What follows belongs to an exercise in optimizing a design on an open flow for small area; a production flow would make more cautious choices. In this exercise RTL edits were held to simulation tests only and were not proved equivalent to the original. No activity file was given, so power comes from the tool's default toggle rates.

File: flow/constraint.sdc
create_clock -name core_clock -period 6.0 [get_ports {axis_aclk}]
set_input_delay 1.2000 -clock core_clock [delete_from_list [all_inputs] [get_ports {axis_aclk}]]
set_output_delay 1.2000 -clock core_clock [all_outputs]
set_load 0.01 [all_outputs]
File: flow/run.sh
#!/bin/bash
# synth_recipe.tcl (not shown) runs the flow's synth.tcl, then flattens the netlist and writes it again
# the make line also repeats each setting of config.mk as NAME=value (left out here)
make -C /OpenROAD-flow-scripts/flow DESIGN_CONFIG=/design/flow/config.mk WORK_HOME=/design/flow/orfs CLKGATE_MAP_FILE= SYNTH_SCRIPT=/design/flow/synth_recipe.tcl finish
File: flow/config.mk
export PLATFORM = sky130hd
export DESIGN_NAME = timestamp_extract
export DESIGN_NICKNAME = timestamp_extract
export VERILOG_FILES = /design/flow/design.v
export SDC_FILE = /design/flow/constraint.sdc
export NUM_CORES = 4
export LEC_CHECK = 0
export CAP_MARGIN = 20
export CORE_MARGIN = 2
export CORE_UTILIZATION = 30
export SLEW_MARGIN = 20
File: flow/design.v
module timestamp_extract #(
   parameter logic [11:0] SYNC_VLAN_ID = 12'h05A,
   parameter int          FIFO_DEPTH   = 16,
   parameter int          NUM_SLOTS    = 3
) (
   input  logic                        axis_aclk,
   input  logic                        axis_areset,
   input  logic                        i_axis_tvalid,
   input  logic [511:0]                i_axis_tdata,
   input  logic [63:0]                 i_axis_tkeep,
   input  logic                        i_axis_tlast,
   input  logic                        i_axis_tready,
   input  logic [63:0]                 i_curr_tick,
   output logic                        o_rec_valid,
   input  logic                        i_rec_ready,
   output logic [161:0]                o_rec_data,
   output logic                        o_rec_last,
   output logic [$clog2(FIFO_DEPTH):0] o_fifo_level,
   output logic                        o_sync_seen,
   output logic [31:0]                 o_rec_count,
   output logic [31:0]                 o_drop_count
);
   localparam int AW       = $clog2(FIFO_DEPTH);
   localparam int LW       = AW + 1;
   localparam int RW       = 163;
   localparam int SLOT_END = 144 + 96 * NUM_SLOTS;
   localparam int KEEP_END = 18 + 12 * NUM_SLOTS;
   typedef enum logic {ST_SOF, ST_MID} frame_state_t;
   frame_state_t         state;
   logic                 beat_acc;
   logic                 sync_beat;
   logic                 busy;
   logic                 capture;
   logic                 drop_busy;
   logic [NUM_SLOTS-1:0] occ_mask;
   logic [NUM_SLOTS-1:0] pend_mask;
   logic [NUM_SLOTS-1:0] cur_bit;
   logic [NUM_SLOTS-1:0] rem_mask;
   logic [95:0]          slot_q [NUM_SLOTS];
   logic [95:0]          cur_slot;
   logic [1:0]           cur_idx;
   logic [63:0]          rx_tick_q;
   logic [RW-1:0]        push_rec;
   logic [RW-1:0]        mem [FIFO_DEPTH];
   logic [RW-1:0]        rd_word;
   logic [AW-1:0]        wr_ptr;
   logic [AW-1:0]        rd_ptr;
   logic [LW-1:0]        fifo_level;
   logic                 full;
   logic                 pop;
   logic                 wr_en;
   logic                 drop_full;
   logic [32:0]          drop_sum;
   logic                 unused_bits;
   assign beat_acc  = i_axis_tvalid & i_axis_tready;
   assign sync_beat = beat_acc && (state == ST_SOF)
                      && (i_axis_tdata[103:96] == 8'h81) && (i_axis_tdata[111:104] == 8'h00)
                      && ({i_axis_tdata[115:112], i_axis_tdata[127:120]} == SYNC_VLAN_ID);
   assign busy      = |pend_mask;
   assign capture   = sync_beat & ~busy;
   assign drop_busy = sync_beat & busy;
   always_comb begin
      occ_mask = '0;
      for (int k = 0; k < NUM_SLOTS; k++) begin
         occ_mask[k] = (i_axis_tdata[144+96*k +: 32] != 32'hDEADBEEF)
                       && (&i_axis_tkeep[18+12*k +: 12]);
      end
   end
   always_comb begin
      cur_idx  = '0;
      cur_slot = '0;
      for (int k = NUM_SLOTS - 1; k >= 0; k--) begin
         if (pend_mask[k]) begin
            cur_idx  = 2'(k);
            cur_slot = slot_q[k];
         end
      end
   end
   assign cur_bit  = pend_mask & (~pend_mask + NUM_SLOTS'(1));
   assign rem_mask = pend_mask & ~cur_bit;
   assign push_rec = {cur_idx, cur_slot, rx_tick_q, (rem_mask == '0)};
   assign full      = (fifo_level == LW'(FIFO_DEPTH));
   assign pop       = o_rec_valid & i_rec_ready;
   assign wr_en     = busy & (~full | pop);
   assign drop_full = busy & full & ~pop;
   assign drop_sum  = {1'b0, o_drop_count} + {32'd0, drop_full} + {32'd0, drop_busy};
   assign rd_word      = mem[rd_ptr];
   assign o_rec_valid  = (fifo_level != '0);
   assign o_rec_data   = o_rec_valid ? rd_word[RW-1:1] : '0;
   assign o_rec_last   = o_rec_valid & rd_word[0];
   assign o_fifo_level = fifo_level;
   assign unused_bits = ^{i_axis_tdata[511:SLOT_END], i_axis_tdata[143:128],
                          i_axis_tdata[119:116], i_axis_tdata[95:0],
                          i_axis_tkeep[63:KEEP_END], i_axis_tkeep[17:0]};
   always_ff @(posedge axis_aclk) begin
      if (wr_en) begin
         mem[wr_ptr] <= push_rec;
      end
   end
   always_ff @(posedge axis_aclk or posedge axis_areset) begin
      if (axis_areset) begin
         state        <= ST_SOF;
         pend_mask    <= '0;
         rx_tick_q    <= '0;
         o_sync_seen  <= 1'b0;
         for (int k = 0; k < NUM_SLOTS; k++) begin
            slot_q[k] <= '0;
         end
         wr_ptr       <= '0;
         rd_ptr       <= '0;
         fifo_level   <= '0;
         o_rec_count  <= '0;
         o_drop_count <= '0;
      end else begin
         if (beat_acc) begin
            case (state)
               ST_SOF:  state <= i_axis_tlast ? ST_SOF : ST_MID;
               ST_MID:  state <= i_axis_tlast ? ST_SOF : ST_MID;
               default: state <= ST_SOF;
            endcase
         end
         o_sync_seen <= capture;
         if (capture) begin
            pend_mask <= occ_mask;
            rx_tick_q <= i_curr_tick;
            for (int k = 0; k < NUM_SLOTS; k++) begin
               slot_q[k] <= i_axis_tdata[144+96*k +: 96];
            end
         end else if (busy) begin
            pend_mask <= rem_mask;
         end
         if (wr_en) begin
            wr_ptr <= wr_ptr + AW'(1);
         end
         if (pop) begin
            rd_ptr <= rd_ptr + AW'(1);
         end
         case ({wr_en, pop})
            2'b10:   fifo_level <= fifo_level + LW'(1);
            2'b01:   fifo_level <= fifo_level - LW'(1);
            default: fifo_level <= fifo_level;
         endcase
         if (wr_en && (o_rec_count != '1)) begin
            o_rec_count <= o_rec_count + 32'd1;
         end
         o_drop_count <= drop_sum[32] ? '1 : drop_sum[31:0];
      end
   end
endmodule
==> summary.md <==
| Metric | Value |
|---|---|
| Routed WL | 308000 µm |
| Number of standard cells after synthesis | 5437 |
| Die outline height | 632 µm |
| Total GRT Usage | 0.151 |
| Endpoint of the most critical setup path | o_rec_data[9] |
| Largest net degree at the start of global routing | 108 |
| Measured slew at the worst slew-check pin | 1.14 ns |
| Synthesis warning total | 2 |
| Initial core utilization | 0.301 |
| Vias in the first global route | 61200 |
| Highest fanout seen on the critical path | 29 |
| Total chip power | 53.6 mW |
| Maximum clock skew at final layout | 0.0731 ns |
| Worst Hold Path Cells | 1 |
| Switch share | 0.263 |
| Class of the worst hold path | flop to flop |
| Width of the die | 632 µm |
| Final Net Count | 7066 |
| Synth Flop Type | sky130_fd_sc_hd__edfxtp_1 |
| Floorplan die area | 0.399 mm² |
| Maximum clock frequency | 0.177 GHz |
| Met3 Usage GRT | 0.0239 |
| Insertion delay of the later-clocked pin in the worst-skew pair | 0.91 ns |
| Busiest grt layer | met2 |
| Worst path arrival time | 4.45 ns |
| Global-route track usage on met2 | 0.254 |
| First-pass GRT wire length | 439000 µm |
| Cell taking the most area after synthesis | sky130_fd_sc_hd__edfxtp_1 |
| DRC viols | 0 |
| Cells after DPL | 11300 |
| Max-cap viol count | 0 |
| Proportion of power drawn by combinational gates | 0.199 |
| Layout Utilization | 0.367 |
| WL/cell | 25.9 µm |
| Type of destination of the critical path | primary output |
| Cell leakage power | 53.5 nW |
| Io pins | 880 |
| Largest vdd supply drop | 0.000259 V |
| Top cells by area, synth | sky130_fd_sc_hd__edfxtp_1 66%, sky130_fd_sc_hd__mux4_2 16%, sky130_fd_sc_hd__dfrtp_1 9.2% |
| Total number of vias | 58000 |
| Number of buffers added to fix hold violations after cts | 0 |
| Final hold violation count | 0 |
| Critical Path Max Stage Delay | 1.09 ns |
| Final WS setup | 0.350 ns |
| Worst Reg2Reg Path Length in Cells | 9 |
| FF+latch count, synth | 3042 |
| Synth Area per Inst | 21.7 µm² |
| Number of antenna violations at the first check in global routing | 26 |
| DR iter-0 viols | 5138 |
| Buffers inserted during post-CTS setup optimization | 0 |
| Post-route clock period utilization | 0.942 |
| Number of pins with negative max-slew slack in the final report | 0 |
| CP startpoint kind | flop |
| Start point of the critical path | rd_ptr[0] |
| Maximum buffer depth of the clock tree | 4 |
| Post-synthesis adder-cell area fraction | 0.00140 |
| First-pass iteration count of the detailed router | 7 |
| Setup repair after global routing missed its margin | no |
| Nets in the synthesized netlist | 6095 |
| Netlist area before placement | 0.118 mm² |
| PortBufs | 655 |
| Part of the Yosys area used for sequential elements | 0.755 |
| Proportion of power drawn by flip-flops and latches | 0.431 |
| Half-perimeter wire length after placement | 175000 µm |
| Worst path most repeated cell | sky130_fd_sc_hd__mux4_2 |
| Clock Power Share | 0.370 |
| PostCTS Resize Cnt | 0 |
| Proportion of register bits with asynchronous set or reset after synthesis | 0.143 |
| Status | timing/DRC/antenna clean |
| Largest family of logic cells by synthesized area | multiplexers |
| Clock tree from TritonCTS | done |
| Placer congestion estimate | 0.806 |
| Post-Synth XOR/XNOR Area | 0.00460 |
| Register-to-register path setup slack | 2.17 ns |
| Kind of critical path | flop to primary output |
| Critical path required time | 4.80 ns |
| Switching power summed over all nets | 14.1 mW |
| Clock buffer count from CTS | 326 |
| Routed Antenna Nets | 0 |
| Cell area power density | 372 mW/mm² |
| Critical-path cell with the highest stage delay | sky130_fd_sc_hd__dfrtp_4 |
| Worst r2r src | pend_mask[0] |
| H-tree levels | 5 |
| Clock transition at the registers of the reported paths | 0.06 ns |
| Aggregate negative setup slack | 0 ns |
| Number of enable flip-flop cells after synthesis | 2608 |
| GRT met1 Usage | 0.199 |
| Layout cells sized above 1 | 0.288 |
| Non-filler instance count after layout | 11900 |
| Area overhead of the layout relative to synthesis | 22.0% |
| Shortest period the worst path allows | 5.65 ns |
| Ratio of routed vias to standard cells | 4.87 |
| Int Power | 39.5 mW |
| GR Overflow Total | 0 |
| Yosys cell types | 54 |
| Setup slack at placement | 0.745 ns |
| Number of clock sinks seen by CTS | 3042 |
| FF-to-FF End | o_drop_count[31] |
| Critical path, cell by cell | buf_12 > buf_4 > mux4_2 > mux4_2 > and2_1 > clkdlybuf4s50_1 |
| Basic-gate share of the synthesized area counting and, or, nand and nor cells | 0.0266 |
| CTS Root Buffer Type | sky130_fd_sc_hd__clkbuf_16 |
| Complex-gate fraction of the synthesized area | 0.0110 |
| Core footprint | 0.392 mm² |
| Multiplexer share of the synthesized area | 0.190 |
| Portion of synthesized cell area occupied by the leading cell type | 0.663 |
| Placement Rows | 230 |
| Worst slew margin relative to its limit | 0.239 |
| Final setup violation count | 0 |
## cell families (layout without fill, tap and decap cells)
kind of cell             count (synthesis)  after routing
other                                    0              9
buffers and inverters                  316           1560
flip-flops                            3042           3042
AND/OR/NAND/NOR                        608            608
adder cells (fa/ha/maj)                 12             12
multiplexers                          1175           1175
AO/OA/AOI/OAI                          222            222
XOR/XNOR                                62             62
## critical path: cells and delay by family, from the launching register on
family	cells	cell delay [ns]
buffers and inverters	3	1.09
DFF	1	1.09
muxes	2	1.02
and+or+nand+nor	1	0.24
## how the worst min path moves through the flow
stage / slack [ns] / endpoint / start
2_1_floorplan: 0.46 / slot_q[0][29] / slot_q[0][29]
3_3_place_gp: 0.47 / slot_q[0][43] / slot_q[0][43]
3_5_place_dp: 0.47 / slot_q[0][60] / slot_q[0][60]
4_1_cts: 0.49 / slot_q[0][60] / slot_q[0][60]
5_1_grt: 0.50 / slot_q[0][43] / slot_q[0][43]
6_report: 0.48 / slot_q[0][60] / slot_q[0][60]
## power groups by stage
stage                     logic, mW  clock network, mW  registers [mW]
after floorplan                6.77                  0            23.2
after CTS                      11.0               20.3            23.1
after global placement         11.0                  0            23.5
after global routing           11.4               21.1            23.1
final                          10.7               19.8            23.1
after detailed placement       11.0                  0            23.5
## metal layers
layer / share of wire / vias up / wire, µm
met1: 0.41 / 31300 / 126000
met3: 0.058 / 449 / 17900
met4: 0.036 / 2 / 11100
met2: 0.50 / 1787 / 153000
li1: - / 24400 / -
met5: 0.000036 / - / 11
## layout make-up
class,instances,area (µm²)
diodes,9,22.5
clock buffers,406,8620
well taps,5220,6530
clock inverters,195,1970
repair buffers,942,9870
flip-flops and latches,3042,89200
inverters,17,67.6
fillers,35500,248000
multi-input cells,2079,27800
## Yosys cell counts (3+ instances only)
cell and number:
sky130_fd_sc_hd__nand3_1 36, sky130_fd_sc_hd__nor2b_1 3, sky130_fd_sc_hd__edfxtp_1 2608, sky130_fd_sc_hd__buf_6 7, sky130_fd_sc_hd__nand4b_1 10, sky130_fd_sc_hd__nor4bb_1 3, sky130_fd_sc_hd__buf_2 36, sky130_fd_sc_hd__nor3_1 21
sky130_fd_sc_hd__a22oi_1 57, sky130_fd_sc_hd__and4_1 6, sky130_fd_sc_hd__buf_4 30, sky130_fd_sc_hd__nand2b_1 7, sky130_fd_sc_hd__nand4_1 40, sky130_fd_sc_hd__mux2_1 58, sky130_fd_sc_hd__xnor2_1 34, sky130_fd_sc_hd__inv_1 17
sky130_fd_sc_hd__a21oi_1 46, sky130_fd_sc_hd__or2_2 3, sky130_fd_sc_hd__or4_1 4, sky130_fd_sc_hd__clkbuf_1 175, sky130_fd_sc_hd__xor2_1 28, sky130_fd_sc_hd__and2_1 164, sky130_fd_sc_hd__ha_1 10, sky130_fd_sc_hd__nor2_1 74
sky130_fd_sc_hd__mux2_2 301, sky130_fd_sc_hd__dfrtp_1 434, sky130_fd_sc_hd__nand2_1 197, sky130_fd_sc_hd__and3_1 9, sky130_fd_sc_hd__nor4_1 19, sky130_fd_sc_hd__buf_1 51, sky130_fd_sc_hd__o21ai_0 102, sky130_fd_sc_hd__a31oi_1 3
sky130_fd_sc_hd__mux4_2 815
## flip-flops by register name (all words and copies together), names as in the netlist
register	cells
wr_ptr	4
o_sync_seen	1
pend_mask	3
state	1
o_drop_count	32
rd_ptr	4
rx_tick_q	64
o_rec_count	32
fifo_level	5
slot_q	288
mem	2608
## placed cells by master (no fill, tap or decap), types with 58 or more instances in the layout
| cell type | Yosys | layout |
|---|---|---|
| sky130_fd_sc_hd__clkbuf_16 | 0 | 328 |
| sky130_fd_sc_hd__nand2_1 | 197 | 193 |
| sky130_fd_sc_hd__dfrtp_1 | 434 | 427 |
| sky130_fd_sc_hd__nor2_1 | 74 | 60 |
| sky130_fd_sc_hd__clkinv_1 | 0 | 64 |
| sky130_fd_sc_hd__clkdlybuf4s50_1 | 0 | 655 |
| sky130_fd_sc_hd__and2_1 | 164 | 164 |
| sky130_fd_sc_hd__clkbuf_1 | 175 | 66 |
| sky130_fd_sc_hd__edfxtp_1 | 2608 | 2608 |
| sky130_fd_sc_hd__mux4_2 | 815 | 815 |
| sky130_fd_sc_hd__mux2_1 | 58 | 58 |
| sky130_fd_sc_hd__buf_4 | 30 | 195 |
| sky130_fd_sc_hd__mux2_2 | 301 | 301 |
| sky130_fd_sc_hd__buf_12 | 0 | 91 |
| sky130_fd_sc_hd__o21ai_0 | 102 | 81 |
## stage by stage
| step | cell area (µm²) | hold slack, ns |
|---|---|---|
| after CTS | 144000 | 0.488 |
| after global routing | 144000 | 0.501 |
| after floorplan | 118000 | 0.458 |
| final | 144000 | 0.483 |
| after detailed placement | 133000 | 0.475 |
| after global placement | 133000 | 0.468 |

## afterwards: timing with drivers on the ports
The results above use ideal ports. As a check the final layout listed here was re-extracted and re-timed, cells and wires unchanged. Step 1: set_driving_cell puts a clkbuf_16 on axis_aclk and a buf_2 on each other input, an assumption about the parent block. Step 2 moves the port delays by t, midway between the first and last clock arrival at a register: inputs arrive t later, outputs are due t later. That takes back most of the time a late clock gives input paths. Slacks: no drivers / after step 1 / after step 2; pairs: no drivers / after step 1.
shift t [ns]: 0.974
setup slack, ns: 0.350 / 0.251 / 0.746
pins driven straight from the clock port: 1
After both steps setup and hold are still met in this run. For this run, drivers alone change the setup slack by -0.099 ns; drivers and shift together by +0.396 ns.
